Background: an optimization exercise with open tools, aiming at small area, a short achievable clock period and few clock cycles per item. Do not read the settings as production practice. At most, simulation tests tie the RTL to the original design; equivalence was not proved. Power and IR drop assume default switching activity.

==> inputs of run a <==
## c_subset_tokenizer
module c_subset_tokenizer #(
  parameter int VALUE_BITS      = 32,
  parameter int KEYWORD_MAX_LEN = 6
) (
  input  logic        clk,
  input  logic        rst,
  input  logic        in_valid,
  output logic        in_stall,
  input  logic [7:0]  in_byte,
  input  logic        end_of_input,
  output logic        out_valid,
  input  logic        out_stall,
  output logic [5:0]  token_kind,
  output logic [31:0] token_value,
  output logic [2:0]  error_code,
  output logic [31:0] line_number,
  output logic        last_result
);
export LEC_CHECK = 0
export ABC_AREA = 1
export ABC_CLOCK_PERIOD_IN_PS = 3000
export CAP_MARGIN = 20
export CORE_MARGIN = 2
export CORE_UTILIZATION = 55
export SETUP_SLACK_MARGIN = 4.5
export SLEW_MARGIN = 20
create_clock -name core_clock -period 7.5 [get_ports {clk}]
standard.sh (not shown) runs the stock make flow with config.mk's settings and CLKGATE_MAP_FILE= SYNTH_SCRIPT=/design/flow/synth_recipe.tcl, a recipe that flattens the netlist after the stock synthesis.
==> flow/flow/run.sh <==
#!/bin/bash
# The standard layout (the standard.sh: standard synthesis, floorplan, placement, CTS,
# routing), with one change: the port buffers that placement inserts on every input and output
# are plain sky130_fd_sc_hd__buf_2 cells instead of the delay cells buffer_ports picks by default.
set -euo pipefail
export BUFFER_PORTS_ARGS="-buffer_cell sky130_fd_sc_hd__buf_2"
bash standard.sh finish > standard_flow.log 2>&1
==> run b: changes against run a <==
--- a/flow/design.v
+++ b/flow/design.v
@@ -69,28 +69,38 @@
       "t": esc_val = 9'd9;
       "v": esc_val = 9'd11;
       8'h5c, 8'h22, 8'h27: esc_val = {1'b1, c};
       default: esc_val = 9'd0;
     endcase
   endfunction
-  function automatic logic [7:0] kw_char(input logic [3:0] w, input logic [2:0] r);
+  function automatic logic [7:0] kw_char(input logic [3:0] w, input logic [2:0] p);
     kw_char = 8'd0;
     case (w)
-      W_VOID:   case (r) 3'd3: kw_char = "o"; 3'd2: kw_char = "i"; 3'd1: kw_char = "d"; default: ; endcase
-      W_INT:    case (r) 3'd2: kw_char = "n"; 3'd1: kw_char = "t"; default: ; endcase
-      W_CHAR:   case (r) 3'd3: kw_char = "h"; 3'd2: kw_char = "a"; 3'd1: kw_char = "r"; default: ; endcase
-      W_LONG:   case (r) 3'd3: kw_char = "o"; 3'd2: kw_char = "n"; 3'd1: kw_char = "g"; default: ; endcase
-      W_ELSE:   case (r) 3'd3: kw_char = "l"; 3'd2: kw_char = "s"; 3'd1: kw_char = "e"; default: ; endcase
-      W_WHILE:  case (r) 3'd4: kw_char = "h"; 3'd3: kw_char = "i"; 3'd2: kw_char = "l";
-                         3'd1: kw_char = "e"; default: ; endcase
-      W_FOR:    case (r) 3'd2: kw_char = "o"; 3'd1: kw_char = "r"; default: ; endcase
-      W_RETURN: case (r) 3'd5: kw_char = "e"; 3'd4: kw_char = "t"; 3'd3: kw_char = "u";
-                         3'd2: kw_char = "r"; 3'd1: kw_char = "n"; default: ; endcase
+      W_VOID:   case (p) 3'd1: kw_char = "o"; 3'd2: kw_char = "i"; 3'd3: kw_char = "d"; default: ; endcase
+      W_INT:    case (p) 3'd1: kw_char = "n"; 3'd2: kw_char = "t"; default: ; endcase
+      W_CHAR:   case (p) 3'd1: kw_char = "h"; 3'd2: kw_char = "a"; 3'd3: kw_char = "r"; default: ; endcase
+      W_LONG:   case (p) 3'd1: kw_char = "o"; 3'd2: kw_char = "n"; 3'd3: kw_char = "g"; default: ; endcase
+      W_ELSE:   case (p) 3'd1: kw_char = "l"; 3'd2: kw_char = "s"; 3'd3: kw_char = "e"; default: ; endcase
+      W_WHILE:  case (p) 3'd1: kw_char = "h"; 3'd2: kw_char = "i"; 3'd3: kw_char = "l";
+                         3'd4: kw_char = "e"; default: ; endcase
+      W_FOR:    case (p) 3'd1: kw_char = "o"; 3'd2: kw_char = "r"; default: ; endcase
+      W_RETURN: case (p) 3'd1: kw_char = "e"; 3'd2: kw_char = "t"; 3'd3: kw_char = "u";
+                         3'd4: kw_char = "r"; 3'd5: kw_char = "n"; default: ; endcase
       default: ;
     endcase
   endfunction
+  function automatic logic [2:0] kw_len(input logic [3:0] w);
+    case (w)
+      W_VOID, W_CHAR, W_LONG, W_ELSE: kw_len = 3'd4;
+      W_INT, W_FOR: kw_len = 3'd3;
+      W_IF: kw_len = 3'd2;
+      W_WHILE: kw_len = 3'd5;
+      W_RETURN: kw_len = 3'd6;
+      default: kw_len = 3'd7;
+    endcase
+  endfunction
   logic             pr;              
   logic [5:0]       pk;
   logic [31:0]      pv;
   logic [2:0]       pe;
   logic             tail;            
   logic             tr;              
@@ -143,21 +153,21 @@
         default: begin
           if (is_digit(b)) begin
             tail_mode = M_INT; tail_data = {4'd0, b[3:0]};
           end else if (is_alpha(b) || b == "_") begin
             tr = 1'b1; tk = K_CHAR_OUT; tv = b; tail_mode = M_IDENT;
             case (b)
-              "v": tail_data = {1'b0, 3'd3, W_VOID};
-              "i": tail_data = {1'b0, 3'd2, W_INT};
-              "c": tail_data = {1'b0, 3'd3, W_CHAR};
-              "l": tail_data = {1'b0, 3'd3, W_LONG};
-              "e": tail_data = {1'b0, 3'd3, W_ELSE};
-              "w": tail_data = {1'b0, 3'd4, W_WHILE};
-              "f": tail_data = {1'b0, 3'd2, W_FOR};
-              "r": tail_data = {1'b0, 3'd5, W_RETURN};
-              default: tail_data = {1'b0, 3'd7, 4'd0};
+              "v": tail_data = {1'b0, 3'd1, W_VOID};
+              "i": tail_data = {1'b0, 3'd1, W_INT};
+              "c": tail_data = {1'b0, 3'd1, W_CHAR};
+              "l": tail_data = {1'b0, 3'd1, W_LONG};
+              "e": tail_data = {1'b0, 3'd1, W_ELSE};
+              "w": tail_data = {1'b0, 3'd1, W_WHILE};
+              "f": tail_data = {1'b0, 3'd1, W_FOR};
+              "r": tail_data = {1'b0, 3'd1, W_RETURN};
+              default: tail_data = 8'd0;
             endcase
           end else begin
             tr = 1'b1; tv = b; te = 1'b1; tail_mode = M_HALT;
           end
         end
       endcase
@@ -188,24 +198,20 @@
         pp[i] = pp[i] & pp[i - (1 << l)];
     for (int l = 3; l >= 0; l--)
       for (int i = 3 * (1 << l) - 1; i < 32; i = i + (2 << l))
         pp[i] = pp[i] & pp[i - (1 << l)];
     inc32 = a ^ ({pp[30:0], 1'b1} & {32{cin}});
   endfunction
-  logic [3:0]  x10, acc_lo;
-  logic        k10, c10, c1, c2;
+  logic [4:0]  acc_lo;
   logic [27:0] acc_hi;
   logic [31:0] acc_next;
-  assign x10 = {data[2] ^ data[0], data[1], data[0], 1'b0};
-  assign k10 = data[2] & data[0];
-  assign c1  = x10[1] & b[1];
-  assign c2  = (x10[2] & b[2]) | ((x10[2] | b[2]) & c1);
-  assign c10 = (x10[3] & b[3]) | ((x10[3] | b[3]) & c2);
-  assign acc_lo = {x10[3] ^ b[3] ^ c2, x10[2] ^ b[2] ^ c1, x10[1] ^ b[1], b[0]};
-  assign acc_hi = add28(data[28:1], data[30:3], k10 | c10);
-  assign acc_next = {acc_hi, acc_lo};
+  assign acc_lo   = {1'b0, data[0], 3'b000} + {1'b0, data[2:0], 1'b0} + {1'b0, b[3:0]};
+  assign acc_hi   = add28(data[28:1], data[30:3], acc_lo[4]);
+  assign acc_next = {acc_hi[27:0], acc_lo[3:0]};
+  logic [2:0] kw_len_w;
+  assign kw_len_w = kw_len(kww);
   always_comb begin
     pr = 1'b0; pk = K_END; pv = 32'd0; pe = E_NONE; tail = 1'b0;
     mode_next = mode; data_next = data;
     case (mode)
       M_IDLE: tail = 1'b1;
       M_OP: begin
@@ -240,21 +246,21 @@
           pr = 1'b1; pk = K_INTLIT; pv = data; tail = 1'b1;
         end
       end
       M_IDENT: begin
         if (!eoi && idch) begin
           pr = 1'b1; pk = K_CHAR_OUT; pv = {24'd0, b};
-          if (b == kw_char(kww, kwp))
-            data_next[6:4] = kwp - 3'd1;
-          else if (kww == W_INT && kwp == 3'd2 && b == "f")
-            data_next[6:0] = {3'd0, W_IF};
+          if (kwp != 3'd0 && b == kw_char(kww, kwp))
+            data_next[6:4] = kwp + 3'd1;
+          else if (kww == W_INT && kwp == 3'd1 && b == "f")
+            data_next[6:0] = {3'd2, W_IF};
           else
-            data_next[6:4] = 3'd7;
+            data_next[6:4] = 3'd0;
         end else begin
           pr = 1'b1; tail = 1'b1;
-          pk = (kwp == 3'd0) ? K_KW_FIRST + {2'b0, kww} : K_IDENT_END;
+          pk = (kwp != 3'd0 && kwp == kw_len_w) ? K_KW_FIRST + {2'b0, kww} : K_IDENT_END;
         end
       end
       M_HALT: ;
       default: begin   
         if (eoi) begin
           pr = 1'b1; pe = E_EARLY_END; mode_next = M_HALT;
@@ -312,21 +318,21 @@
   logic [7:0] sb;
   logic       seoi;
   logic       nl_pend;           
   logic [5:0] o_kind;
   logic [7:0] o_val;
   logic [2:0] o_err;
-  logic       o_last;
+  logic       o_last, o_int;
   assign free    = !out_valid || !out_stall;
   assign adv     = hv && free;
   assign use_p   = pr && !second;
   assign use_t   = !use_p && tail && tr;
   assign consume = adv && !(use_p && tail && tr);
   assign in_stall = sv;
   assign token_kind  = o_kind;
-  assign token_value = {data[31:8], o_val};
+  assign token_value = {o_int ? data[31:8] : 24'd0, o_val};
   assign error_code  = o_err;
   assign line_number = line_count;
   assign last_result = o_last;
   always_ff @(posedge clk) begin
     if (rst) begin
       hv <= 1'b0; sv <= 1'b0; second <= 1'b0; mode <= M_IDLE;
@@ -346,25 +352,22 @@
     end
   end
   always_ff @(posedge clk)
     if (rst) line_count <= 32'd1;
     else if (free) line_count <= inc32(line_count, hv && nl_pend);
   always_ff @(posedge clk) begin
-    if (consume) data[7:0] <= data_next[7:0];
-    if (adv) begin
-      if (mode != M_INT || second) data[31:8] <= 24'd0;
-      else if (!eoi && is_digit(b)) data[31:8] <= acc_next[31:8];
-    end
+    if (consume) data <= data_next;
     if (!hv || consume) begin
       b <= sv ? sb : in_byte; eoi <= sv ? seoi : end_of_input;
     end
     if (hv && !consume && !sv) begin
       sb <= in_byte; seoi <= end_of_input;
     end
     if (adv) begin
       o_kind <= use_p ? pk : tk;
       o_val  <= use_p ? pv[7:0] : tv;
       o_err  <= use_p ? pe : (te ? E_BAD_CHAR : E_NONE);
       o_last <= !(use_p && tail && tr);
+      o_int  <= use_p && mode == M_INT;
     end
   end
 endmodule
CORE_UTILIZATION = 60   (was 55)
CTS_BUF_LIST = sky130_fd_sc_hd__clkbuf_4 sky130_fd_sc_hd__clkbuf_8   (was unset)
==> notes <==
In run a the fmax is higher than in run b, by 16%. Against run a, the worst hold slack of run b is better by 0.0038 ns. Of run b and run a, run a has the higher sequential share of layout area (gap 4.5 points). Clock skew: run a is lower than run b (0.0024 ns). Final area: run b is larger than run a (23%). Run b ran to the end with no violations. Run a completed with no timing, DRC or antenna violations. Of run b and run a, run b has the higher synthesized cell count (gap about 0.9%, measured against run a).
==> figures <==
Outcome: run a finished clean; run b finished clean
Count of cell instances traversed by the critical path: run a 17; run b 15
CP Capture Point: run a sb[1]$_DFFE_PP_; run b data[15]$_SDFFCE_PP0P_
Global-route track usage on met2: run a 48.8%; run b 63.9%
Library cell contributing the largest single delay on the critical path: run a sky130_fd_sc_hd__edfxtp_1; run b sky130_fd_sc_hd__fa_1
Setup Buffers After CTS: run a 31; run b 122
Initial cell density of the core: run a 56.6%; run b 61.2%
Post-Layout Cell Count: run a 1633; run b 1771
Multiplexer fraction of the synthesized cell area: run a 1.12%; run b 1.21%
Leakage power figure: run a 4.92 nW; run b 6.08 nW
Transition time of the tightest slew-check pin: run a 0.626 ns; run b 0.771 ns
Root cell of the clock tree: run a sky130_fd_sc_hd__clkbuf_16; run b sky130_fd_sc_hd__clkbuf_8
Dpl ws: run a 3.56 ns; run b 3.45 ns
Clock-cell share of area: run a 2.88%; run b 3.19%
Testbench counts of run a, summed over its fixed seeds: cycles 24,552, bytes 24,324.
The RTL of run b was laid out without a check of its function.

static timing again, ports no longer ideal:
Ports are ideal in the flow. The routed layouts listed here were re-timed in OpenROAD.
Step 1 (the two cells are an assumption about what drives the block):
set clk [get_ports {clk}]
set_driving_cell -lib_cell sky130_fd_sc_hd__clkbuf_16 $clk
set_driving_cell -lib_cell sky130_fd_sc_hd__buf_2 [delete_from_list [all_inputs] $clk]
Step 2 moves the port delays by t, midway between the first and last clock arrival at a register: inputs arrive t later, outputs are due t later. That takes back most of the time a late clock gives input paths.
Slacks: ideal ports / drivers / drivers and shift; pairs: ideal ports / drivers.
run	t (ns)	setup WS [ns]	latest minus earliest clock arrival (ns)	worst data-port slew with drivers (ns)
run a	0.406	4.552 / 4.552 / 4.196	0.015 / 0.015	0.03
run b	0.498	4.088 / 4.088 / 3.754	0.016 / 0.016	0.07
After both steps setup and hold are still met in every run listed. The setup slack of run a, which loses most, moves by 0.000 ns with the drivers and by -0.356 ns with both steps.
